This is an optimization exercise on Yosys and OpenROAD, whose aim is small area and a short achievable clock period, not a production implementation. Only simulation tests tie the RTL to the original design; equivalence was not proved. The clock port is modelled as an ideal driver; clocking choices that lean on that would not hold on a real chip. Power is estimated from default activity; no workload was simulated.

==> design/flow/design.v <==
module dm_dec #(parameter int W = 3) (
  input  logic [W-1:0]    a,
  output logic [2**W-1:0] y
);
  always_comb for (int i = 0; i < 2**W; i++) y[i] = (a == W'(i));
endmodule
module dm_mux4 (
  input  logic [3:0] d,
  input  logic [1:0] s,
  output logic       y
);
  assign y = d[s];
endmodule
module dm_nor2 (
  input  logic a, b,
  output logic y
);
  assign y = ~(a | b);
endmodule
module dm_aor #(parameter int N = 8) (
  input  logic [N-1:0] d,
  input  logic [N-1:0] s,
  output logic         y
);
  assign y = |(d & s);
endmodule
module data_mem_param #(
  parameter int DW             = 8,
  parameter int AW             = 8,
  parameter int DEPTH          = 256,
  parameter int READ_LATENCY   = 1,
  parameter int CLEAR_ON_RESET = 1,
  parameter int SEED0_ADDR     = 16,
  parameter int SEED0_VAL      = 254,
  parameter int SEED1_ADDR     = 244,
  parameter int SEED1_VAL      = 5
) (
  input  logic          Clk,
  input  logic          Reset,
  input  logic          WriteEn,
  input  logic          ReadEn,
  input  logic [AW-1:0] DataAddress,
  input  logic [DW-1:0] DataIn,
  output logic [DW-1:0] DataOut,
  output logic          RdValid,
  output logic          Busy
);
  logic [DW-1:0] core [DEPTH];
  logic          busy_q, busy_o_q;
  logic [AW-1:0] clr_ptr;
  logic          clr_last;
  assign clr_last = (clr_ptr == AW'(DEPTH - 1));
  always_ff @(posedge Clk) begin
    if (Reset) begin
      busy_q  <= 1'b1;
      clr_ptr <= '0;
    end else if (busy_q) begin
      clr_ptr <= clr_ptr + 1'b1;
      if (clr_last) busy_q <= 1'b0;
    end
  end
  always_ff @(posedge Clk) begin
    if (Reset)                     busy_o_q <= 1'b1;
    else if (busy_o_q && clr_last) busy_o_q <= 1'b0;
  end
  assign Busy = busy_o_q;
  logic          wr_en;
  logic [AW-1:0] wr_addr;
  logic [DW-1:0] wr_data;
  logic [DW-1:0] clr_dat;
  always_comb begin
    clr_dat = '0;
    if (clr_ptr == AW'(SEED0_ADDR))      clr_dat = DW'(SEED0_VAL);
    else if (clr_ptr == AW'(SEED1_ADDR)) clr_dat = DW'(SEED1_VAL);
  end
  assign wr_en   = !Reset && (busy_q || WriteEn);
  assign wr_addr = busy_q ? clr_ptr : DataAddress;
  assign wr_data = busy_q ? clr_dat : DataIn;
  logic [15:0] row_n, col_n;
  always_comb begin
    for (int i = 0; i < 16; i++) begin
      row_n[i] = !(wr_en && (wr_addr[7:4] == 4'(i)));
      col_n[i] = !(wr_addr[3:0] == 4'(i));
    end
  end
  for (genvar w = 0; w < DEPTH; w++) begin : g_word
    logic          we;
    logic [DW-1:0] q;
    dm_nor2 u_we (.a(row_n[w / 16]), .b(col_n[w % 16]), .y(we));
    always_ff @(posedge Clk) begin
      if (we) q <= wr_data;
    end
    assign core[w] = q;
  end
  localparam int NG = DEPTH / 4;
  logic [7:0]    s_a, s_b;
  logic [NG-1:0] s_hi;
  logic [NG-1:0] grp [DW];
  logic [7:0]    part [DW];
  logic [DW-1:0] rd_word;
  dm_dec #(.W(3)) u_dec_a (.a(DataAddress[4:2]), .y(s_a));
  dm_dec #(.W(3)) u_dec_b (.a(DataAddress[7:5]), .y(s_b));
  for (genvar g = 0; g < NG; g++) begin : g_sel
    assign s_hi[g] = s_a[g % 8] & s_b[g / 8];
  end
  for (genvar b = 0; b < DW; b++) begin : g_bit
    for (genvar g = 0; g < NG; g++) begin : g_grp
      dm_mux4 u_l1 (
        .d({core[4*g+3][b], core[4*g+2][b], core[4*g+1][b], core[4*g][b]}),
        .s(DataAddress[1:0]), .y(grp[b][g]));
    end
    for (genvar k = 0; k < 8; k++) begin : g_part
      dm_aor #(.N(8)) u_l2 (.d(grp[b][8*k +: 8]), .s(s_hi[8*k +: 8]), .y(part[b][k]));
    end
    assign rd_word[b] = |part[b];
  end
  logic [DW-1:0] dout_q;
  logic          rdv_q;
  always_ff @(posedge Clk) begin
    if (Reset) begin
      dout_q <= '0;
      rdv_q  <= 1'b0;
    end else begin
      rdv_q <= !busy_q && ReadEn;
      if (!busy_q && ReadEn) dout_q <= rd_word;
    end
  end
  assign DataOut = dout_q;
  assign RdValid = rdv_q;
endmodule
==> design/flow/flow/run.sh <==
#!/bin/bash
# Layout flow: the standard synthesis unchanged, then the standard ORFS
# steps, except that the ports are buffered with plain buffers (buf_8) rather
# than the delay cells buffer_ports picks by default, and the resizer may not
# use delay cells as buffers.
# Each step's full output goes to a log of its own in this folder
# (ORFS also keeps per-step logs under orfs/logs/).
set -euo pipefail
bash standard.sh synth > synth.log 2>&1
export BUFFER_PORTS_ARGS="-buffer_cell sky130_fd_sc_hd__buf_8"
export DONT_USE_CELLS="sky130_fd_sc_hd__clkdlybuf4s15_1 sky130_fd_sc_hd__clkdlybuf4s15_2 sky130_fd_sc_hd__clkdlybuf4s18_1 sky130_fd_sc_hd__clkdlybuf4s18_2 sky130_fd_sc_hd__clkdlybuf4s25_1 sky130_fd_sc_hd__clkdlybuf4s25_2 sky130_fd_sc_hd__clkdlybuf4s50_1 sky130_fd_sc_hd__clkdlybuf4s50_2"
bash standard.sh floorplan > floorplan.log 2>&1
bash standard.sh place > place.log 2>&1
bash standard.sh cts > cts.log 2>&1
bash standard.sh route > route.log 2>&1
bash standard.sh finish > finish.log 2>&1
==> design/flow/standard.sh <==
#!/bin/bash
# synth_recipe.tcl (not shown) runs the flow's synth.tcl, then flattens the netlist and writes it again
# the make line also repeats each setting of config.mk as NAME=value (left out here)
make -C /OpenROAD-flow-scripts/flow DESIGN_CONFIG=/design/flow/config.mk WORK_HOME=/design/flow/orfs CLKGATE_MAP_FILE= SYNTH_SCRIPT=/design/flow/synth_recipe.tcl "${@:-finish}"
==> design/flow/config.mk <==
export PLATFORM = sky130hd
export DESIGN_NAME = data_mem_param
export DESIGN_NICKNAME = data_mem_param
export VERILOG_FILES = /design/flow/design.v
export SDC_FILE = /design/flow/constraint.sdc
export NUM_CORES = 4
export LEC_CHECK = 0
export ABC_CLOCK_PERIOD_IN_PS = 1800
export CAP_MARGIN = 10
export CORE_MARGIN = 2
export CORE_UTILIZATION = 60
export CTS_CLUSTER_DIAMETER = 100
export CTS_CLUSTER_SIZE = 30
export SETUP_SLACK_MARGIN = 1.7
export SLEW_MARGIN = 10
export SYNTH_HIERARCHICAL = 1
export SYNTH_MINIMUM_KEEP_SIZE = 0
==> design/flow/constraint.sdc <==
create_clock -name core_clock -period 4.0 [get_ports {Clk}]
set_input_delay 0.8000 -clock core_clock [delete_from_list [all_inputs] [get_ports {Clk}]]
set_output_delay 0.8000 -clock core_clock [all_outputs]
set_load 0.01 [all_outputs]
==> flow_summary.json, run 1 <==
{
  "finalSetupViolations": 0,
  "routedWlPerCell_um": 34.5,
  "synth.net_count": 3431,
  "numClockSinks": 2067,
  "p_clk_share_pct": 28.0,
  "die_h_um": 365,
  "powerDensity_mw_per_mm2": 378,
  "cellInternalPower_mw": 27.9,
  "post_synth_most_frequent_cells": "sky130_fd_sc_hd__edfxtp_1 (2,048), sky130_fd_sc_hd__mux4_2 (512), sky130_fd_sc_hd__nor2_1 (266)",
  "initial_utilization_pct": 60.4,
  "logic_depth_of_the_worst_path_buffers_included": 8,
  "worst_ep_arrival_time_ps": 3320,
  "path_cells": "buf_8, and3b_2, and2_1, a22oi_1, nand4_1, nor4_4, buf_4, a31oi_1",
  "initialDrtViolationCount": 5717,
  "globalplace.congestion": 0.878,
  "final_report_max_slew_violation_count": 0,
  "grt_pass1_wl_mm": 284,
  "design.core.area_sq_mm": 0.129,
  "netSwitchingFraction_pct": 20.1,
  "worstPathMaxFanout": 11,
  "clock.fmax_mhz": 363,
  "share_of_the_synthesized_area_in_the_top_cell_type_pct": 78.6,
  "tns_ps": 0,
  "final_min_period_over_clock_period_pct": 68.9,
  "fillers": 7720,
  "detail-route-antenna-nets": 0,
  "combPwrFrac_pct": 4.9,
  "synth_ff_type": "sky130_fd_sc_hd__edfxtp_1",
  "num_ports": 30,
  "cap_viol_max_count": 0,
  "clk_latency_ps": 710,
  "htree_num_levels": 3,
  "worstSetupPathType": "input port to flop",
  "chipWidth_um": 365,
  "worst-endpoint-required_ps": 4570,
  "run_status": "timing/DRC/antenna clean",
  "globalRouteOverflowTotal": 0,
  "synth.ff_latch_count": 2067,
  "worst_path_dominant_cell_family": "simple AND/OR/NAND/NOR gates",
  "worst_pin_slew_ps": 838,
  "grt_start_max_net_pins": 149,
  "p_seq_share_pct": 67.1,
  "crit_path_top_delay_cell": "sky130_fd_sc_hd__nand4_1",
  "numCtsBuffers": 78,
  "cts_hold_repair.buffers": 0,
  "postRouteWirelength_mm": 203,
  "placement.setup.worst_slack_ps": -239,
  "synth.largest_area_cell": "sky130_fd_sc_hd__edfxtp_1",
  "power.switching_mw": 7.01,
  "share_of_final_layout_standard_cells_stronger_than_drive_strength_1_pct": 37.2,
  "setup_ws_ps": 1250,
  "vdd_drop_max_mv": 0.410,
  "slew_headroom_pct": 43.9,
  "yosys_warnings": 12,
  "grt_pass1_vias": 39300,
  "timing.final.hold_violations": 0,
  "clk_pin_slew_worst_paths_ps": 120,
  "ys_async_sr_fraction_pct": 0,
  "clock_tree.buffer_depth": 3,
  "grt_util_all_layers_pct": 30.3,
  "synth_enable_flop_cells": 2048,
  "tritoncts": "yes",
  "final_core_utilization_pct": 71.3,
  "post_synth_main_area_contributors": "sky130_fd_sc_hd__edfxtp_1 (79%), sky130_fd_sc_hd__mux4_2 (15%), sky130_fd_sc_hd__a22oi_1 (2.5%)",
  "num_rows": 132,
  "min_path_type": "input port to flop",
  "num-nets-final": 4113,
  "post-route-drc-count": 0,
  "clock_tree.root_cell": "sky130_fd_sc_hd__clkbuf_16",
  "post-layout-total-power_mw": 34.9,
  "syn_area_per_cell_sq_um": 22.9,
  "vias_per_cell": 6.73,
  "leakagePower_nw": 28.8,
  "via_count": 39600,
  "critPathCaptureType": "flop",
  "area_growth_pct": 18.0,
  "dieArea_sq_mm": 0.133,
  "clock_skew_ps": 38.4,
  "grt_setup_unrepaired": "yes",
  "post_synthesis_cell_area_sq_mm": 0.0782,
  "post_synth_num_cell_types": 47,
  "numPortBuffers": 29,
  "worst_hold_slack_ps": 414,
  "rr_worst_depth": 6,
  "finalWorstPathRequiredPeriod_ps": 2750,
  "initial_antenna_violation_count": 9,
  "timing.critical_path.slowest_cell_delay_ps": 470,
  "hold_path_depth": 2,
  "mapped_cells": 3409,
  "first_pass_iters": 5,
  "most_common_cell_in_the_synthesized_netlist": "sky130_fd_sc_hd__edfxtp_1",
  "critical_path.n_buffers_inverters": 2,
  "dp.final_hpwl_mm": 124,
  "ys_seq_area_share_pct": 79.1,
  "critical_path.startpoint_type": "input port"
}
## layout by cell type (no fill, tap or decap), types with 9 or more instances in the layout
cell type	n
sky130_fd_sc_hd__nand2_1	9
sky130_fd_sc_hd__dfxtp_1	15
sky130_fd_sc_hd__bufbuf_16	9
sky130_fd_sc_hd__nor4_2	10
sky130_fd_sc_hd__diode_2	17
sky130_fd_sc_hd__buf_6	154
sky130_fd_sc_hd__nand2_8	11
sky130_fd_sc_hd__mux4_2	512
sky130_fd_sc_hd__nor2_2	19
sky130_fd_sc_hd__buf_4	259
sky130_fd_sc_hd__nor2_1	103
sky130_fd_sc_hd__inv_1	9
sky130_fd_sc_hd__buf_12	80
sky130_fd_sc_hd__a22oi_2	74
sky130_fd_sc_hd__nand3_1	12
sky130_fd_sc_hd__nor2_4	144
sky130_fd_sc_hd__buf_16	25
sky130_fd_sc_hd__a22oi_1	182
sky130_fd_sc_hd__clkbuf_16	88
sky130_fd_sc_hd__and2_1	64
sky130_fd_sc_hd__buf_8	76
sky130_fd_sc_hd__clkbuf_1	28
sky130_fd_sc_hd__nand4_1	68
sky130_fd_sc_hd__edfxtp_1	2048
## layout make-up
| class | count | area, sq um | share of cell area (%) |
|---|---|---|---|
| inverters | 15 | 101 | 0.110 |
| clock buffers | 107 | 2080 | 2.25 |
| flip-flops and latches | 2067 | 61900 | 67.0 |
| repair buffers | 612 | 7630 | 8.26 |
| well taps | 1742 | 2180 | 2.36 |
| diodes | 17 | 42.5 | 0.0461 |
| clock inverters | 2 | 13.8 | 0.0149 |
| multi-input cells | 1317 | 18400 | 19.9 |
## routing by layer
metal	vias to the layer above	part of all wire [%]	routed length, um	GRT usage [%]
li1	16100	-	-	-
met1	21300	38	77600	43.5
met2	1827	50	101000	49.2
met3	286	8.2	16700	4.27
met4	2	3.7	7460	9.92
met5	-	0.0084	17	0
## timing repair
action | CTS | global route
hold endpoints to repair | 0 | 0
pin swaps | 60 | 62
resized for setup | 401 | 449
cloned | 19 | 9
endpoints found under the setup margin | 3940 | 2764
buffers inserted | 66 | 66
## state kept, by name, summed over array words and instances, names as in the netlist
| signal | cells |
|---|---|
| clr_ptr | 8 |
| rdv_q | 1 |
| busy_o_q | 1 |
| dout_q | 8 |
| g_word.q | 2048 |
| busy_q | 1 |
## power groups by stage
| stage | Clock, mW | Sequential, mW | Combinational [mW] |
|---|---|---|---|
| after global routing | 10.6 | 23.4 | 1.78 |
| after detailed placement | 0 | 23.9 | 1.39 |
| after CTS | 9.93 | 23.4 | 1.58 |
| after floorplan | 0 | 23.9 | 0.628 |
| after global placement | 0 | 23.9 | 1.38 |
| final | 9.78 | 23.4 | 1.72 |
## modules after synthesis (local to each module, per instance), a selection
module          cells inside  area [sq um]
data_mem_param          2305         63300
dm_mux4                    1          22.5
dm_nor2                    1          3.75
## cell families (layout without fill, tap and decap cells)
group                      Yosys count  count (layout)  share of synthesized area, %
and+or+nand+nor                    493             493                          3.03
xor gates and xnor gates             3               3                        0.0336
AOI/OAI and AO/OA                  302             303                          2.87
other                                0              17                             0
buffers and inverters               26             736                         0.149
muxes                              516             516                          14.8
DFF                               2067            2067                          79.1
adders and majority gates            2               2                        0.0320
## worst register-to-register path, cell delays in order (launching register included)
cell and delay, ps:
sky130_fd_sc_hd__edfxtp_1 380, sky130_fd_sc_hd__mux4_2 540, sky130_fd_sc_hd__a22oi_2 290, sky130_fd_sc_hd__nand4_1 400, sky130_fd_sc_hd__nor4_4 510, sky130_fd_sc_hd__buf_4 210
sky130_fd_sc_hd__a31oi_1 80
## path summary, 6_finish.rpt
| path | from | to | slack [ps] |
|---|---|---|---|
| setup / recovery | DataAddress[3] | dout_q[4] | 1250 |
| hold / removal | Reset | clr_ptr[2] | 410 |
| setup reg to reg | g_word[119].q[6] | dout_q[6] | 1460 |
| hold reg to reg | clr_ptr[0] | clr_ptr[0] | 580 |
## per-stage QoR
step	instances	cell area [sq um]
after floorplan	3409	78400
after global placement	5593	84700
after detailed placement	5593	84700
after CTS	5787	89600
after global routing	5865	92300
final	5879	92300
==> run 2: changes to the inputs <==
--- a/design/flow/design.v
+++ b/design/flow/design.v
@@ -18,2 +18,8 @@
   assign y = ~(a | b);
+endmodule
+module dm_nand4 (
+  input  logic a, b, c, d,
+  output logic y
+);
+  assign y = ~(a & b & c & d);
 endmodule
@@ -99,3 +105,3 @@
   logic [7:0]    part [DW];
-  logic [DW-1:0] rd_word;
+  logic [3:0]    pair_n [DW];
   dm_dec #(.W(3)) u_dec_a (.a(DataAddress[4:2]), .y(s_a));
@@ -114,16 +120,22 @@
     end
-    assign rd_word[b] = |part[b];
-  end
-  logic [DW-1:0] dout_q;
-  logic          rdv_q;
-  always_ff @(posedge Clk) begin
-    if (Reset) begin
-      dout_q <= '0;
-      rdv_q  <= 1'b0;
-    end else begin
-      rdv_q <= !busy_q && ReadEn;
-      if (!busy_q && ReadEn) dout_q <= rd_word;
+    for (genvar k = 0; k < 4; k++) begin : g_pair
+      dm_nor2 u_or (.a(part[b][2*k]), .b(part[b][2*k+1]), .y(pair_n[b][k]));
     end
   end
-  assign DataOut = dout_q;
+  logic [3:0] pair_q [DW];
+  logic       rdv_q;
+  logic       rd_en;
+  assign rd_en = !busy_q && ReadEn;
+  always_ff @(posedge Clk) begin
+    if (Reset) rdv_q <= 1'b0;
+    else       rdv_q <= rd_en;
+  end
+  for (genvar b = 0; b < DW; b++) begin : g_dout
+    always_ff @(posedge Clk) begin
+      if (Reset)      pair_q[b] <= 4'hF;
+      else if (rd_en) pair_q[b] <= pair_n[b];
+    end
+    dm_nand4 u_out (.a(pair_q[b][0]), .b(pair_q[b][1]), .c(pair_q[b][2]), .d(pair_q[b][3]),
+                    .y(DataOut[b]));
+  end
   assign RdValid = rdv_q;
--- a/design/flow/config.mk
+++ b/design/flow/config.mk
@@ -12,3 +12,3 @@
 export CTS_CLUSTER_DIAMETER = 100
-export CTS_CLUSTER_SIZE = 30
+export CTS_CLUSTER_SIZE = 25
 export SETUP_SLACK_MARGIN = 1.7
==> run 2 against run 1 <==
Final cell count grew 2.0%. First-iteration DRC count grew 9.4%. Total power grew 3.6%. Synthesized cell count grew 3.1%. Flip-flop and latch count grew 24. Global-route usage grew 0.70 points. Count of clock-buffer cells in the layout grew 53. Non-clock buffer count shrank 34. Fmax grew 6.3%. Setup slack gained 160 ps.
==> flow_summary.json, run 2 <==
{
  "run_status": "timing/DRC/antenna clean",
  "critical_path.startpoint_type": "flop",
  "die_h_um": 367,
  "leakagePower_nw": 29.2,
  "design.core.area_sq_mm": 0.131,
  "initial_utilization_pct": 60.3,
  "worstSetupPathType": "flop to output port",
  "setup_ws_ps": 1410,
  "grt_pass1_wl_mm": 296,
  "worstPathMaxFanout": 2,
  "clock_tree.root_cell": "sky130_fd_sc_hd__clkbuf_16",
  "numClockSinks": 2091,
  "detail-route-antenna-nets": 0,
  "synth_enable_flop_cells": 2048,
  "worst_ep_arrival_time_ps": 1790,
  "dp.final_hpwl_mm": 126,
  "post-route-drc-count": 0,
  "post-layout-total-power_mw": 36.2,
  "tritoncts": "yes",
  "post_synth_main_area_contributors": "sky130_fd_sc_hd__edfxtp_1 (78%), sky130_fd_sc_hd__mux4_2 (15%), sky130_fd_sc_hd__a22oi_1 (2.4%)",
  "post_synthesis_cell_area_sq_mm": 0.0792,
  "most_common_cell_in_the_synthesized_netlist": "sky130_fd_sc_hd__edfxtp_1",
  "stdcell_count": 5999,
  "tns_ps": 0,
  "htree_num_levels": 3,
  "final_report_max_slew_violation_count": 0,
  "initialDrtViolationCount": 6253,
  "yosys_warnings": 15,
  "vdd_drop_max_mv": 0.366,
  "timing.critical_path.slowest_cell_delay_ps": 440,
  "finalSetupViolations": 0,
  "numPortBuffers": 29,
  "globalplace.congestion": 0.864,
  "slew_headroom_pct": 37.4,
  "final_core_utilization_pct": 71.6,
  "p_seq_share_pct": 65.3,
  "clock_skew_ps": 26.4,
  "p_clk_share_pct": 30.3,
  "finalWorstPathRequiredPeriod_ps": 2590,
  "placement.setup.worst_slack_ps": 626,
  "path_cells": "nand4_1, buf_8",
  "num-nets-final": 4193,
  "post_synth_num_cell_types": 44,
  "share_of_final_layout_standard_cells_stronger_than_drive_strength_1_pct": 36.9,
  "fillers": 7574,
  "clk_latency_ps": 740,
  "via_count": 41400,
  "synth.largest_area_cell": "sky130_fd_sc_hd__edfxtp_1",
  "grt_util_all_layers_pct": 31.0,
  "netSwitchingFraction_pct": 20.1,
  "routedWlPerCell_um": 35.8,
  "worst_path_dominant_cell_family": "flip-flops",
  "combPwrFrac_pct": 4.3,
  "layout.cell_area.non_filler_sq_mm": 0.0940,
  "chipWidth_um": 367,
  "synth.net_count": 3537,
  "worst-endpoint-required_ps": 3200,
  "clk_pin_slew_worst_paths_ps": 100,
  "worst_hold_slack_ps": 483,
  "dp.cells": 5675,
  "min_path_type": "input port to flop",
  "worst_pin_slew_ps": 940,
  "synth.ff_latch_count": 2091,
  "syn_area_per_cell_sq_um": 22.5,
  "initial_antenna_violation_count": 14,
  "grt_setup_unrepaired": "yes",
  "share_of_the_synthesized_area_in_the_top_cell_type_pct": 77.6,
  "timing.final.hold_violations": 0,
  "regMostFlops": "g_word.q",
  "largest_register_ff_count": 2048,
  "first_pass_iters": 8,
  "layout.cells.most_common_list": "sky130_fd_sc_hd__edfxtp_1 (2,048), sky130_fd_sc_hd__mux4_2 (512), sky130_fd_sc_hd__buf_6 (237)",
  "num_ports": 30,
  "vias_per_cell": 6.90,
  "reg_top3": "g_word.q (2048), pair_q (32), clr_ptr (8)",
  "postRouteWirelength_mm": 215,
  "ys_seq_area_share_pct": 78.7,
  "final_min_period_over_clock_period_pct": 64.8,
  "critPathCaptureType": "output port",
  "cts_hold_repair.buffers": 0,
  "powerDensity_mw_per_mm2": 385,
  "mapped_cells": 3515,
  "clock.fmax_mhz": 386,
  "cellInternalPower_mw": 28.9,
  "grt_pass1_vias": 40400,
  "numCtsBuffers": 93,
  "grt_start_max_net_pins": 133,
  "area_growth_pct": 18.7,
  "crit_path_top_delay_cell": "sky130_fd_sc_hd__dfxtp_4",
  "critical_path.n_buffers_inverters": 1,
  "globalRouteOverflowTotal": 0,
  "dieArea_sq_mm": 0.135,
  "clock_tree.buffer_depth": 3,
  "ys_async_sr_fraction_pct": 0,
  "placed_area_sq_mm": 0.0855,
  "layout.cells.most_common": "sky130_fd_sc_hd__edfxtp_1",
  "post_synth_most_frequent_cells": "sky130_fd_sc_hd__edfxtp_1 (2,048), sky130_fd_sc_hd__mux4_2 (512), sky130_fd_sc_hd__nor2_1 (299)",
  "num_rows": 133,
  "synth_ff_type": "sky130_fd_sc_hd__edfxtp_1",
  "power.switching_mw": 7.27,
  "cap_viol_max_count": 0
}
## run 2: worst paths after layout
path,start,end,slack (ps),cells past startpoint
setup / recovery,pair_q[2][0],DataOut[2],1410,2
hold / removal,Reset,rdv_q,480,2
setup reg to reg,busy_q,g_word[153].q[4],1520,10
hold reg to reg,busy_o_q,busy_o_q,540,1
## run 2: cell families (layout without fill, tap and decap cells)
group           after synthesis  after routing  share of synthesized area [%]
fa+ha+maj                     2              2                         0.0316
other cells                   0              7                              0
mux                         516            516                           14.6
xor+xnor                      3              3                         0.0332
buf+inv                      33            753                          0.220
simple gates                551            551                           3.34
flops                      2091           2091                           78.7
compound gates              319            321                           3.06
## run 2: area by class of cell
class                           count  area (sq um)  share of cell area (%)
Inverter                           14          97.6                   0.104
Clock buffer                      160          2660                    2.83
Sequential cell                  2091         62400                    66.4
Multi-Input combinational cell   1393         19000                    20.2
Antenna cell                        7          17.5                  0.0186
Tap cell                         1755          2200                    2.33
Clock inverter                      1          11.3                  0.0120
Timing Repair Buffer              578          7590                    8.07
## run 2: worst register-to-register path, stage by stage, from the launching register on
cell                       delay [ps]
sky130_fd_sc_hd__dfxtp_4          360
sky130_fd_sc_hd__buf_6            120
sky130_fd_sc_hd__buf_12           130
sky130_fd_sc_hd__or3b_4           410
sky130_fd_sc_hd__a211oi_4         260
sky130_fd_sc_hd__buf_6            170
sky130_fd_sc_hd__buf_8            140
sky130_fd_sc_hd__nand2_8           80
sky130_fd_sc_hd__buf_12           170
sky130_fd_sc_hd__nor2_4           210
sky130_fd_sc_hd__buf_6            160
## run 2: what timing repair did
action                                   CTS  global route
endpoints found under the setup margin  3999          2312
setup buffers                             60            59
resized for setup                        438           565
cloned                                    20            17
pin swaps                                 29            43
## run 2: power groups by stage
stage / registers (mW) / clock network, mW / logic [mW]
floorplan: 24.2 / 0 / 0.628
finish: 23.7 / 11.0 / 1.56
CTS: 23.7 / 11.2 / 1.44
global route: 23.7 / 11.9 / 1.62
detailed placement: 24.2 / 0 / 1.32
global placement: 24.2 / 0 / 1.31
## run 2: metal layers
layer | track usage (%) | routed length, um
met5 | 0 | 61
met1 | 46.5 | 82700
met4 | 7.65 | 6030
met3 | 5.52 | 22800
met2 | 48.6 | 103000
## run 2: modules after synthesis, one instance, submodules excluded, a selection
module	cells inside	copies in the design
data_mem_param	2371	1
dm_nor2	1	288
dm_nand4	1	8
dm_mux4	1	512
==> run 3: changes to the inputs <==
--- a/design/flow/flow/run.sh
+++ b/design/flow/flow/run.sh
@@ -2,5 +2,9 @@
 # Layout flow: the standard synthesis unchanged, then the standard ORFS
-# steps, except that the ports are buffered with plain buffers (buf_8) rather
-# than the delay cells buffer_ports picks by default, and the resizer may not
-# use delay cells as buffers.
+# steps, except that:
+#  - the ports are buffered with plain buffers (buf_8) rather than the delay
+#    cells buffer_ports picks by default, and the resizer may not use delay
+#    cells as buffers;
+#  - before clock tree synthesis, the NAND4s that drive the output port
+#    buffers are upsized (flow/upsize_out.tcl); the CTS step's detailed
+#    placement then legalizes them.
 # Each step's full output goes to a log of its own in this folder
@@ -11,2 +15,3 @@
 export DONT_USE_CELLS="sky130_fd_sc_hd__clkdlybuf4s15_1 sky130_fd_sc_hd__clkdlybuf4s15_2 sky130_fd_sc_hd__clkdlybuf4s18_1 sky130_fd_sc_hd__clkdlybuf4s18_2 sky130_fd_sc_hd__clkdlybuf4s25_1 sky130_fd_sc_hd__clkdlybuf4s25_2 sky130_fd_sc_hd__clkdlybuf4s50_1 sky130_fd_sc_hd__clkdlybuf4s50_2"
+export PRE_CTS_TCL="$PWD/flow/upsize_out.tcl"
 bash standard.sh floorplan > floorplan.log 2>&1
==> design/flow/flow/upsize_out.tcl (new file) <==
# Used by flow/run.sh as the PRE_CTS_TCL hook of ORFS.
# Upsize the NAND4s that drive the output port buffers.
foreach port [get_ports -filter "direction==output"] {
  foreach drv [get_pins -of_objects [get_nets [get_name $port]] -filter "direction==output"] {
    set buf [get_cells -of_objects $drv]
    foreach p [get_pins -of_objects $buf -filter "direction==input"] {
      foreach d2 [get_pins -of_objects [get_nets -of_objects $p] -filter "direction==output"] {
        set c [get_cells -of_objects $d2]
        set ref [get_property $c ref_name]
        if {[regexp {^sky130_fd_sc_hd__nand4_[12]$} $ref]} {
          puts "upsize [get_full_name $c] $ref"
          replace_cell $c sky130_fd_sc_hd__nand4_4
        }
      }
    }
  }
}
==> run 3 against run 2 <==
Clock power hardly changed. Synthesized cell count did not move. Die area is the same.
==> flow_summary.json, run 3 <==
{
  "cts_hold_repair.buffers": 0,
  "multi_input_area_sq_mm": 0.0183,
  "num_rows": 133,
  "reg_top3": "g_word.q (2048), pair_q (32), clr_ptr (8)",
  "clk_pin_slew_worst_paths_ps": 100,
  "synth.largest_area_cell": "sky130_fd_sc_hd__edfxtp_1",
  "worst_pin_slew_ps": 876,
  "clock.fmax_mhz": 412,
  "clock_skew_ps": 20.8,
  "clk_latency_ps": 740,
  "post_synth_most_frequent_cells": "sky130_fd_sc_hd__edfxtp_1 (2,048), sky130_fd_sc_hd__mux4_2 (512), sky130_fd_sc_hd__nor2_1 (299)",
  "synth.ff_latch_count": 2091,
  "min_path_type": "input port to flop",
  "routedWlPerCell_um": 34.9,
  "powerDensity_mw_per_mm2": 392,
  "post-route-drc-count": 0,
  "initial_utilization_pct": 60.3,
  "vias_per_cell": 6.82,
  "leakagePower_nw": 28.6,
  "tns_ps": 0,
  "regMostFlops": "g_word.q",
  "grt_start_max_net_pins": 133,
  "combPwrFrac_pct": 4.1,
  "netSwitchingFraction_pct": 19.9,
  "via_count": 40600,
  "vdd_drop_max_mv": 0.362,
  "ys_async_sr_fraction_pct": 0,
  "crit_path_top_delay_cell": "sky130_fd_sc_hd__dfxtp_4",
  "critical_path.n_buffers_inverters": 6,
  "timing.final.hold_violations": 0,
  "grt_pass1_wl_mm": 293,
  "stdcell_count": 5955,
  "globalRouteOverflowTotal": 0,
  "numClockSinks": 2091,
  "yosys_warnings": 15,
  "die_h_um": 367,
  "post_synth_num_cell_types": 44,
  "post-layout-total-power_mw": 36.1,
  "seq_area_sq_mm": 0.0625,
  "timing.critical_path.slowest_cell_delay_ps": 390,
  "numPortBuffers": 29,
  "critPathCaptureType": "flop",
  "p_seq_share_pct": 65.6,
  "finalSetupViolations": 0,
  "synth_ff_type": "sky130_fd_sc_hd__edfxtp_1",
  "synth_enable_flop_cells": 2048,
  "initial_antenna_violation_count": 12,
  "post_synthesis_cell_area_sq_mm": 0.0792,
  "final_report_max_slew_violation_count": 0,
  "run_status": "timing/DRC/antenna clean",
  "chipWidth_um": 367,
  "layout.cells.most_common_list": "sky130_fd_sc_hd__edfxtp_1 (2,048), sky130_fd_sc_hd__mux4_2 (512), sky130_fd_sc_hd__buf_4 (250)",
  "grt_setup_unrepaired": "yes",
  "finalWorstPathRequiredPeriod_ps": 2430,
  "worstPathMaxFanout": 8,
  "worst-endpoint-required_ps": 4450,
  "synth.net_count": 3537,
  "numCtsBuffers": 93,
  "placed_area_sq_mm": 0.0855,
  "postRouteWirelength_mm": 208,
  "num_ports": 30,
  "final_min_period_over_clock_period_pct": 60.7,
  "num-nets-final": 4137,
  "layout.cell_area.non_filler_sq_mm": 0.0920,
  "critical_path.startpoint_type": "flop",
  "fillers": 7806,
  "first_pass_iters": 5,
  "power.switching_mw": 7.19,
  "cellInternalPower_mw": 28.9,
  "dp.cells": 5675,
  "largest_register_ff_count": 2048,
  "share_of_final_layout_standard_cells_stronger_than_drive_strength_1_pct": 33.9,
  "slew_headroom_pct": 41.6,
  "ys_seq_area_share_pct": 78.7,
  "area_growth_pct": 16.1,
  "post_synth_main_area_contributors": "sky130_fd_sc_hd__edfxtp_1 (78%), sky130_fd_sc_hd__mux4_2 (15%), sky130_fd_sc_hd__a22oi_1 (2.4%)",
  "design.core.area_sq_mm": 0.131,
  "grt_pass1_vias": 40100,
  "dieArea_sq_mm": 0.135,
  "path_cells": "buf_12, nand3b_1, buf_4, a211oi_4, buf_6, buf_6, nand2_8, clkbuf_16, nor2_1, buf_4",
  "tritoncts": "yes",
  "most_common_cell_in_the_synthesized_netlist": "sky130_fd_sc_hd__edfxtp_1",
  "worst_path_dominant_cell_family": "buffers and inverters",
  "share_of_the_synthesized_area_in_the_top_cell_type_pct": 77.6,
  "globalplace.congestion": 0.864,
  "p_clk_share_pct": 30.4,
  "mapped_cells": 3515,
  "dp.final_hpwl_mm": 126,
  "initialDrtViolationCount": 5987,
  "grt_util_all_layers_pct": 30.6,
  "detail-route-antenna-nets": 0,
  "syn_area_per_cell_sq_um": 22.5,
  "cap_viol_max_count": 0,
  "worst_ep_arrival_time_ps": 2870,
  "worstSetupPathType": "flop to flop",
  "layout.cells.most_common": "sky130_fd_sc_hd__edfxtp_1"
}
## run 3: changes by cell type in the layout (fill, tap and decap cells not counted), sizes merged
cell,change
buf,-50
bufbuf,-2
clkbuf,-4
diode,+12
## run 3: metal layers
| layer | GRT usage (%) | up-vias | routed length [um] |
|---|---|---|---|
| met2 | 48.3 | 2227 | 101000 |
| met4 | 6.96 | 2 | 4680 |
| met1 | 46.1 | 21800 | 80500 |
| met3 | 5.13 | 273 | 21400 |
| met5 | 0 | - | 16 |
| li1 | - | 16300 | - |
## run 3: kinds of logic (layout without fill, tap and decap cells)
| family | after synthesis | count (layout) | share of synthesized area, % |
|---|---|---|---|
| DFF | 2091 | 2091 | 78.7 |
| and+or+nand+nor | 551 | 551 | 3.34 |
| muxes | 516 | 516 | 14.6 |
| AOI/OAI and AO/OA | 319 | 321 | 3.06 |
| buffers and inverters | 33 | 697 | 0.220 |
| xor gates and xnor gates | 3 | 3 | 0.0332 |
| adders and majority gates | 2 | 2 | 0.0316 |
| other | 0 | 19 | 0 |
## run 3: what timing repair did
| action | in CTS | in global routing |
|---|---|---|
| setup buffers | 40 | 35 |
| gates resized for setup | 285 | 349 |
| pin swaps | 20 | 27 |
| setup endpoints to repair | 3999 | 1995 |
| gates cloned | 15 | 10 |
## run 3: cell type report
| class | instances | share of cell area [%] |
|---|---|---|
| timing repair buffer | 522 | 6.75 |
| inverter | 14 | 0.106 |
| multi-input combinational | 1393 | 19.9 |
| clock inverter | 1 | 0.0122 |
| clock buffer | 160 | 2.89 |
| antenna | 19 | 0.0517 |
| tap | 1755 | 2.39 |
| sequential | 2091 | 67.9 |
## run 3: worst paths after layout
check | startpoint | to | slack, ps | depth (start not counted)
min reg2reg | busy_o_q | busy_o_q | 540 | 1
min | Reset | rdv_q | 490 | 2
max reg2reg | busy_q | g_word[175].q[1] | 1570 | 10
max | busy_q | g_word[175].q[1] | 1570 | 10
## run 3: worst reg2reg max path, cell delays in order (launching register included)
cell	delay, ps
sky130_fd_sc_hd__dfxtp_4	390
sky130_fd_sc_hd__buf_12	150
sky130_fd_sc_hd__nand3b_1	210
sky130_fd_sc_hd__buf_4	190
sky130_fd_sc_hd__a211oi_4	300
sky130_fd_sc_hd__buf_6	170
sky130_fd_sc_hd__buf_6	140
sky130_fd_sc_hd__nand2_8	90
sky130_fd_sc_hd__clkbuf_16	210
sky130_fd_sc_hd__nor2_1	100
sky130_fd_sc_hd__buf_4	190
## run 3: modules after synthesis (local to each module, per instance), excerpt
| module | copies in the design | flops+latches | cells | area (sq um) |
|---|---|---|---|---|
| data_mem_param | 1 | 2091 | 2371 | 64100 |
| dm_mux4 | 512 | 0 | 1 | 22.5 |
| dm_nand4 | 8 | 0 | 1 | 6.26 |
| dm_nor2 | 288 | 0 | 1 | 3.75 |
## run 3: stage by stage
step	setup slack, ps	hold WS [ps]	utilization (%)
after floorplan	205	494	-
after global placement	552	509	65.1
after detailed placement	626	524	65.1
after CTS	1600	470	68.6
after global routing	1550	500	70.1
final	1570	493	70.1
## run 3: power by group through the flow
| stage | Clock, mW | Sequential (mW) | Combinational [mW] |
|---|---|---|---|
| 5_1_grt | 11.9 | 23.7 | 1.52 |
| 6_report | 11.0 | 23.6 | 1.47 |
| 3_5_place_dp | 0 | 24.2 | 1.32 |
| 4_1_cts | 11.2 | 23.6 | 1.40 |
| 2_1_floorplan | 0 | 24.2 | 0.628 |
| 3_3_place_gp | 0 | 24.2 | 1.31 |
==> run 4: changes to the inputs <==
--- a/design/flow/design.v
+++ b/design/flow/design.v
@@ -5,9 +5,2 @@
   always_comb for (int i = 0; i < 2**W; i++) y[i] = (a == W'(i));
-endmodule
-module dm_mux4 (
-  input  logic [3:0] d,
-  input  logic [1:0] s,
-  output logic       y
-);
-  assign y = d[s];
 endmodule
@@ -111,7 +104,11 @@
   end
+  logic [3:0] s_lo [NG / 4];
+  for (genvar k = 0; k < NG / 4; k++) begin : g_dec_lo
+    dm_dec #(.W(2)) u_dec_lo (.a(DataAddress[1:0]), .y(s_lo[k]));
+  end
   for (genvar b = 0; b < DW; b++) begin : g_bit
     for (genvar g = 0; g < NG; g++) begin : g_grp
-      dm_mux4 u_l1 (
+      dm_aor #(.N(4)) u_l1 (
         .d({core[4*g+3][b], core[4*g+2][b], core[4*g+1][b], core[4*g][b]}),
-        .s(DataAddress[1:0]), .y(grp[b][g]));
+        .s(s_lo[g / 4]), .y(grp[b][g]));
     end
==> run 4 against run 3 <==
Synthesized area shrank 1.9%. Die area fell by 1.9%. Routed wire length is 6.8% higher. Sequential share of layout area up 1.7 points.
==> flow_summary.json, run 4 <==
{
  "combPwrFrac_pct": 4.7,
  "grt_pass1_wl_mm": 312,
  "vias_per_cell": 6.75,
  "post_synth_main_area_contributors": "sky130_fd_sc_hd__edfxtp_1 (79%), sky130_fd_sc_hd__a22oi_1 (12%), sky130_fd_sc_hd__nand2_1 (2.6%)",
  "timing.final.hold_violations": 0,
  "worstSetupPathType": "flop to flop",
  "synth_enable_flop_cells": 2048,
  "largest_register_ff_count": 2048,
  "numPortBuffers": 29,
  "ys_async_sr_fraction_pct": 0,
  "post-route-drc-count": 0,
  "critical_path.startpoint_type": "flop",
  "grt_setup_unrepaired": "yes",
  "postRouteWirelength_mm": 222,
  "grt_util_all_layers_pct": 33.0,
  "final_report_max_slew_violation_count": 0,
  "post_synth_most_frequent_cells": "sky130_fd_sc_hd__edfxtp_1 (2,048), sky130_fd_sc_hd__a22oi_1 (1,280), sky130_fd_sc_hd__nand2_1 (548)",
  "post_synth_num_cell_types": 45,
  "final_core_utilization_pct": 69.5,
  "finalWorstPathRequiredPeriod_ps": 2400,
  "detail-route-antenna-nets": 0,
  "num-nets-final": 5190,
  "critPathCaptureType": "flop",
  "run_status": "timing/DRC/antenna clean",
  "netSwitchingFraction_pct": 21.1,
  "cp-startpoint": "busy_q",
  "routedWlPerCell_um": 31.7,
  "syn_area_per_cell_sq_um": 16.9,
  "share_of_final_layout_standard_cells_stronger_than_drive_strength_1_pct": 17.5,
  "first_pass_iters": 8,
  "regMostFlops": "g_word.q",
  "vdd_drop_max_mv": 0.459,
  "clock_skew_ps": 28.3,
  "area_growth_pct": 15.4,
  "post_synthesis_cell_area_sq_mm": 0.0777,
  "initial_antenna_violation_count": 10,
  "most_common_cell_in_the_synthesized_netlist": "sky130_fd_sc_hd__edfxtp_1",
  "worst_pin_slew_ps": 1070,
  "synth.net_count": 4625,
  "globalplace.congestion": 0.999,
  "grt_start_max_net_pins": 181,
  "reg_top3": "g_word.q (2048), pair_q (32), clr_ptr (8)",
  "layout.cells.most_common": "sky130_fd_sc_hd__edfxtp_1",
  "synth.largest_area_cell": "sky130_fd_sc_hd__edfxtp_1",
  "design.core.area_sq_mm": 0.129,
  "crit-reg2reg-capture": "g_word[121].q[4]",
  "rrSetupSlack_ps": 1600,
  "worstPathMaxFanout": 16,
  "finalSetupViolations": 0,
  "final_min_period_over_clock_period_pct": 59.9,
  "tritoncts": "yes",
  "num_ports": 30,
  "p_clk_share_pct": 30.2,
  "dp.final_hpwl_mm": 131,
  "dieArea_sq_mm": 0.132,
  "cts_hold_repair.buffers": 0,
  "p_seq_share_pct": 65.0,
  "numCtsBuffers": 93,
  "num_rows": 132,
  "rr_worst_depth": 8,
  "slew_headroom_pct": 28.3,
  "grt_pass1_vias": 43700,
  "power.switching_mw": 7.68,
  "cap_viol_max_count": 0,
  "globalRouteOverflowTotal": 0,
  "share_of_the_synthesized_area_in_the_top_cell_type_pct": 79.1,
  "ys_seq_area_share_pct": 80.2,
  "layout.cells.most_common_list": "sky130_fd_sc_hd__edfxtp_1 (2,048), sky130_fd_sc_hd__a22oi_1 (1,266), sky130_fd_sc_hd__nand2_1 (524)",
  "mapped_cells": 4603,
  "chipWidth_um": 364,
  "worst-endpoint-required_ps": 4460,
  "regToRegStartpoint": "busy_q",
  "numClockSinks": 2091,
  "initial_utilization_pct": 60.3,
  "clk_latency_ps": 750,
  "cellInternalPower_mw": 28.7,
  "via_count": 47300,
  "worst_ep_arrival_time_ps": 2860,
  "initialDrtViolationCount": 7220,
  "powerDensity_mw_per_mm2": 405,
  "tns_ps": 0,
  "clk_pin_slew_worst_paths_ps": 100,
  "synth.ff_latch_count": 2091,
  "yosys_warnings": 17,
  "leakagePower_nw": 29.3,
  "min_path_type": "input port to flop",
  "clock.fmax_mhz": 417,
  "worst_setup_path_endpoint": "g_word[121].q[4]",
  "synth_ff_type": "sky130_fd_sc_hd__edfxtp_1",
  "die_h_um": 364
}
[run 4: Yosys stat by module (local to each module, per instance), excerpt]
module / cells inside / times used / area [sq um] / flip-flops and latches
data_mem_param: 2371 / 1 / 64100 / 2091
dm_nand4: 1 / 8 / 6.26 / 0
dm_nor2: 1 / 288 / 3.75 / 0
[run 4: cells by family (layout without fill, tap and decap cells)]
group / after synthesis / count (layout) / synth area share [%]
other cells: 0 / 21 / 0
xor+xnor: 3 / 3 / 0.0338
flops: 2091 / 2091 / 80.2
compound gates: 1343 / 1344 / 13.0
buf+inv: 33 / 657 / 0.224
mux: 4 / 4 / 0.0547
simple gates: 1127 / 1137 / 6.41
fa+ha+maj: 2 / 2 / 0.0322
[run 4: through the flow]
step	std cells	worst slack (ps)	power (mW)	area (sq um)	hold slack, ps
finish	7001	1600	36.4	89700	454
global route	6983	1550	37.3	89700	469
CTS	6939	1540	36.4	88400	432
detailed placement	6712	465	25.7	83500	543
global placement	6712	494	25.7	83500	529
floorplan	4603	205	25.0	77900	494
[run 4: worst min path at each step]
stage                from    endpoint  depth (start not counted)
5_1_grt             Reset  clr_ptr[1]                          2
4_1_cts             Reset       rdv_q                          2
6_report            Reset       rdv_q                          2
3_5_place_dp   clr_ptr[0]  clr_ptr[0]                          2
3_3_place_gp   clr_ptr[0]  clr_ptr[0]                          2
2_1_floorplan  clr_ptr[0]  clr_ptr[0]                          2
[run 4: worst max-delay path, stage by stage (launching register included)]
cell	delay [ps]
sky130_fd_sc_hd__dfxtp_4	370
sky130_fd_sc_hd__buf_12	130
sky130_fd_sc_hd__buf_4	130
sky130_fd_sc_hd__nand3b_1	260
sky130_fd_sc_hd__a211oi_2	350
sky130_fd_sc_hd__nand2_1	140
sky130_fd_sc_hd__buf_4	260
sky130_fd_sc_hd__nor2_1	250
sky130_fd_sc_hd__buf_4	210
[run 4: final cells by class]
cell class	count	area, sq um
multi-input combinational	2490	17000
antenna	21	52.6
inverter	14	97.6
clock inverter	6	55.1
timing repair buffer	478	5280
clock buffer	159	2620
fill	8450	39300
sequential	2091	62400
tap	1742	2180
[run 4: routing by layer]
layer,up-vias,wire [um],track usage [%]
li1,20100,-,-
met4,0,6970,10.3
met5,-,0,0
met1,24200,89200,49.0
met3,354,23300,7.30
met2,2665,103000,49.6
[run 4: what timing repair did]
| item | CTS | global route |
|---|---|---|
| pin swaps | 30 | 37 |
| setup buffers | 42 | 29 |
| setup endpoints to repair | 3904 | 2150 |
| resized for setup | 316 | 209 |
| gates cloned | 20 | 12 |
[run 4: power groups by stage]
| stage | sequential, mW | combinational (mW) | clock (mW) |
|---|---|---|---|
| 3_3_place_gp | 24.2 | 1.51 | 0 |
| 4_1_cts | 23.7 | 1.59 | 11.1 |
| 3_5_place_dp | 24.2 | 1.52 | 0 |
| 2_1_floorplan | 24.2 | 0.795 | 0 |
| 6_report | 23.7 | 1.72 | 11.0 |
| 5_1_grt | 23.7 | 1.80 | 11.8 |
==> run 5: changes to the inputs <==
--- a/design/flow/design.v
+++ b/design/flow/design.v
@@ -47,14 +47,28 @@
   logic [DW-1:0] core [DEPTH];
-  logic          busy_q, busy_o_q;
-  logic [AW-1:0] clr_ptr;
+  logic          busy_q, busy_m_q, busy_o_q;
+  logic [AW-1:0] clr_ptr, clr_nxt;
   logic          clr_last;
+  logic [DW-1:0] clr_dat_q;
+  logic [DW-1:0] seed_nxt;
+  always_comb begin
+    seed_nxt = '0;
+    if (clr_nxt == AW'(SEED0_ADDR))      seed_nxt = DW'(SEED0_VAL);
+    else if (clr_nxt == AW'(SEED1_ADDR)) seed_nxt = DW'(SEED1_VAL);
+  end
   assign clr_last = (clr_ptr == AW'(DEPTH - 1));
+  assign clr_nxt  = clr_ptr + 1'b1;
   always_ff @(posedge Clk) begin
     if (Reset) begin
-      busy_q  <= 1'b1;
-      clr_ptr <= '0;
+      busy_q    <= 1'b1;
+      clr_ptr   <= '0;
+      clr_dat_q <= (SEED0_ADDR == 0) ? DW'(SEED0_VAL) : (SEED1_ADDR == 0) ? DW'(SEED1_VAL) : '0;
     end else if (busy_q) begin
-      clr_ptr <= clr_ptr + 1'b1;
+      clr_ptr   <= clr_nxt;
+      clr_dat_q <= seed_nxt;
       if (clr_last) busy_q <= 1'b0;
     end
+  end
+  always_ff @(posedge Clk) begin
+    if (Reset)                     busy_m_q <= 1'b1;
+    else if (busy_m_q && clr_last) busy_m_q <= 1'b0;
   end
@@ -68,11 +82,5 @@
   logic [DW-1:0] wr_data;
-  logic [DW-1:0] clr_dat;
-  always_comb begin
-    clr_dat = '0;
-    if (clr_ptr == AW'(SEED0_ADDR))      clr_dat = DW'(SEED0_VAL);
-    else if (clr_ptr == AW'(SEED1_ADDR)) clr_dat = DW'(SEED1_VAL);
-  end
   assign wr_en   = !Reset && (busy_q || WriteEn);
-  assign wr_addr = busy_q ? clr_ptr : DataAddress;
-  assign wr_data = busy_q ? clr_dat : DataIn;
+  assign wr_addr = busy_m_q ? clr_ptr : DataAddress;
+  assign wr_data = busy_m_q ? clr_dat_q : DataIn;
   logic [15:0] row_n, col_n;
==> run 5 against run 4 <==
Still clean. Flip-flop and latch count is 4 higher. Clock power hardly changed. Count of clock-buffer cells in the layout is 1 higher. Hold slack better by 54 ps. Core utilization is 1.4 points lower. Critical endpoint is now pair_q[7][3]. Largest power group unchanged. Highest routed layer is now met5.
==> flow_summary.json, run 5 <==
{
  "first_pass_iters": 6,
  "grt_pass1_vias": 43600,
  "via_count": 46500,
  "hold_end": "clr_dat_q[0]",
  "grt_start_max_net_pins": 143,
  "numCtsBuffers": 93,
  "post_synthesis_cell_area_sq_mm": 0.0780,
  "regToRegStartpoint": "busy_m_q",
  "powerDensity_mw_per_mm2": 411,
  "share_of_the_synthesized_area_in_the_top_cell_type_pct": 78.9,
  "worst_hold_slack_ps": 508,
  "initialDrtViolationCount": 7023,
  "vias_per_cell": 6.72,
  "postRouteWirelength_mm": 217,
  "cts_hold_repair.buffers": 0,
  "num_ports": 30,
  "placed_area_sq_mm": 0.0836,
  "synth.ff_latch_count": 2095,
  "die_h_um": 365,
  "clock_skew_ps": 31.0,
  "largest_register_ff_count": 2048,
  "synth_enable_flop_cells": 2048,
  "numPortBuffers": 29,
  "worst-endpoint-required_ps": 4680,
  "post-route-drc-count": 0,
  "finalSetupViolations": 0,
  "num-nets-final": 5116,
  "min_path_type": "flop to flop",
  "layout.cell_area.non_filler_sq_mm": 0.0881,
  "tns_ps": 0,
  "final_core_utilization_pct": 68.2,
  "yosys_warnings": 17,
  "share_of_final_layout_standard_cells_stronger_than_drive_strength_1_pct": 15.7,
  "initial_antenna_violation_count": 12,
  "chipWidth_um": 365,
  "routedWlPerCell_um": 31.4,
  "clock.fmax_mhz": 425,
  "worst_path_dominant_cell_family": "simple AND/OR/NAND/NOR gates",
  "slew_headroom_pct": 24.6,
  "rr_worst_depth": 7,
  "clk_latency_ps": 740,
  "final_min_period_over_clock_period_pct": 58.8,
  "run_status": "timing/DRC/antenna clean",
  "clk_pin_slew_worst_paths_ps": 110,
  "syn_area_per_cell_sq_um": 16.8,
  "reg_top3": "g_word.q (2048), pair_q (32), clr_ptr (8)",
  "globalplace.congestion": 0.963,
  "crit_path_top_delay_cell": "sky130_fd_sc_hd__nand4_1",
  "synth_ff_type": "sky130_fd_sc_hd__edfxtp_1",
  "worst_ep_arrival_time_ps": 3040,
  "final_report_max_slew_violation_count": 0,
  "regMostFlops": "g_word.q",
  "worst_pin_slew_ps": 1130,
  "cap_viol_max_count": 0,
  "area_growth_pct": 13.0,
  "worstSetupPathType": "input port to flop",
  "grt_setup_unrepaired": "yes",
  "critPathCaptureType": "flop",
  "crit-reg2reg-capture": "g_word[231].q[0]",
  "numClockSinks": 2095,
  "crit_top_cell": "sky130_fd_sc_hd__a22oi_2",
  "timing.critical_path.slowest_cell_delay_ps": 390,
  "critical_path.n_buffers_inverters": 2,
  "grt_pass1_wl_mm": 307,
  "layout.cells.most_common": "sky130_fd_sc_hd__edfxtp_1",
  "rrSetupSlack_ps": 1690,
  "num_rows": 132,
  "synth.largest_area_cell": "sky130_fd_sc_hd__edfxtp_1",
  "timing.final.hold_violations": 0,
  "grt_util_all_layers_pct": 32.2,
  "detail-route-antenna-nets": 0,
  "most_common_cell_in_the_synthesized_netlist": "sky130_fd_sc_hd__edfxtp_1",
  "post_synth_main_area_contributors": "sky130_fd_sc_hd__edfxtp_1 (79%), sky130_fd_sc_hd__a22oi_1 (12%), sky130_fd_sc_hd__nand2_1 (2.7%)",
  "design.core.area_sq_mm": 0.129,
  "hold_path_startpoint": "clr_dat_q[0]",
  "tritoncts": "yes",
  "layout.cells.most_common_list": "sky130_fd_sc_hd__edfxtp_1 (2,048), sky130_fd_sc_hd__a22oi_1 (1,246), sky130_fd_sc_hd__nand2_1 (535)",
  "post_synth_num_cell_types": 44,
  "fillers": 8758,
  "post_synth_most_frequent_cells": "sky130_fd_sc_hd__edfxtp_1 (2,048), sky130_fd_sc_hd__a22oi_1 (1,280), sky130_fd_sc_hd__nand2_1 (555)",
  "dp.final_hpwl_mm": 133,
  "vdd_drop_max_mv": 0.473,
  "critical_path.startpoint_type": "input port",
  "path_cells": "buf_16, buf_12, and2b_4, a22oi_2, nand2_1, a22oi_2, nand4_1, nor2_2, a211o_1",
  "ys_async_sr_fraction_pct": 0,
  "globalRouteOverflowTotal": 0,
  "initial_utilization_pct": 60.3,
  "mapped_cells": 4633,
  "synth.net_count": 4655,
  "dieArea_sq_mm": 0.133,
  "ys_seq_area_share_pct": 80.1,
  "worstPathMaxFanout": 17,
  "finalWorstPathRequiredPeriod_ps": 2350,
  "hold_path_depth": 2,
  "leakagePower_nw": 28.8
}
==> run 5: timing repair <==
item | CTS | global route
pin swaps | 20 | 28
setup endpoints to repair | 3675 | 2648
gates cloned | 3 | 6
setup buffers | 15 | 16
resized for setup | 265 | 117
==> run 5: worst register-to-register path: stages (launching register included) <==
cell,delay [ps]
sky130_fd_sc_hd__dfxtp_4,400
sky130_fd_sc_hd__buf_6,160
sky130_fd_sc_hd__nand2b_1,200
sky130_fd_sc_hd__o21ai_0,160
sky130_fd_sc_hd__buf_4,180
sky130_fd_sc_hd__nand2_2,220
sky130_fd_sc_hd__buf_12,260
sky130_fd_sc_hd__nor2_4,380
==> run 5: per-module statistics from Yosys, one instance, submodules excluded, a selection <==
module | flip-flops and latches | times used | area [sq um] | cells
dm_nor2 | 0 | 288 | 3.75 | 1
data_mem_param | 2095 | 1 | 64400 | 2401
dm_nand4 | 0 | 8 | 6.26 | 1
==> run 5: cells by family (layout without fill, tap and decap cells) <==
kind of cell | after synthesis | in the layout | share of synthesized area, %
and+or+nand+nor | 1135 | 1138 | 6.44
DFF | 2095 | 2095 | 80.1
buffers and inverters | 37 | 559 | 0.271
xor gates and xnor gates | 9 | 9 | 0.101
other | 0 | 14 | 0
adders and majority gates | 2 | 2 | 0.0321
AOI/OAI and AO/OA | 1349 | 1351 | 13.0
muxes | 6 | 7 | 0.0818
==> run 5: power by group <==
part	switching [mW]	internal (mW)	total (mW)
sequential	0.0118	23.7	23.7
clock	6.40	4.50	10.9
combinational	1.15	0.479	1.63
total	7.56	28.7	36.2
==> run 5: worst max-delay path by stage <==
stage | to | start | cells past startpoint
2_1_floorplan | g_word[0].q[1] | DataIn[1] | 2
3_3_place_gp | pair_q[7][3] | DataAddress[0] | 9
3_5_place_dp | pair_q[7][3] | DataAddress[0] | 9
4_1_cts | g_word[251].q[5] | busy_m_q | 6
5_1_grt | g_word[44].q[3] | busy_m_q | 7
6_report | pair_q[7][3] | DataAddress[0] | 9
==> run 5: routing by layer <==
| metal | up-vias | global-route usage (%) | wire, um |
|---|---|---|---|
| met2 | 2467 | 48.3 | 99200 |
| met1 | 23700 | 49.1 | 89600 |
| met3 | 325 | 5.56 | 22200 |
| met4 | 8 | 9.20 | 5930 |
| li1 | 19900 | - | - |
| met5 | - | 0 | 47 |
==> run 5: area by class of cell <==
type / instances / area (sq um) / share of cell area (%)
clock inverter: 2 / 16.3 / 0.0185
tap: 1742 / 2180 / 2.47
antenna: 14 / 35.0 / 0.0397
multi-input combinational: 2507 / 16800 / 19.1
clock buffer: 160 / 2620 / 2.97
sequential: 2095 / 62500 / 71.0
timing repair buffer: 385 / 3810 / 4.33
inverter: 12 / 90.1 / 0.102
==> run 5: per-stage QoR <==
step	setup slack [ps]	power (mW)	cells
5_1_grt	1660	37.1	6906
4_1_cts	1490	36.3	6881
3_5_place_dp	433	25.7	6701
3_3_place_gp	466	25.7	6701
2_1_floorplan	239	25.0	4633
6_report	1650	36.2	6917

port drivers added, routing unchanged:
The results above use ideal ports. As a check the final layouts listed here were re-extracted and re-timed, cells and wires unchanged.
Step 1: set_driving_cell puts a clkbuf_16 on Clk and a buf_2 on each other input, an assumption about the parent block.
Step 2 times the ports against the registers' clock, not the clock port: input delays grow and output delays shrink by t, the midpoint of the rising clock arrivals with the driver on.
a / b / c = no drivers / after step 1 / after step 2; a / b = the first two.
run	t (ns)	setup WS [ns]	worst setup path at the end
run 1	0.776	1.245 / 1.007 / 0.231	input to register
run 2	0.812	1.409 / 1.328 / 0.670	input to register
run 3	0.811	1.572 / 1.442 / 0.631	input to register
run 4	0.825	1.603 / 1.397 / 0.572	input to register
run 5	0.803	1.647 / 1.405 / 0.602	input to register
After both steps setup and hold are still met in every run listed. The setup slack of run 5, which loses most, moves by -0.242 ns with the drivers and by -1.045 ns with both steps.
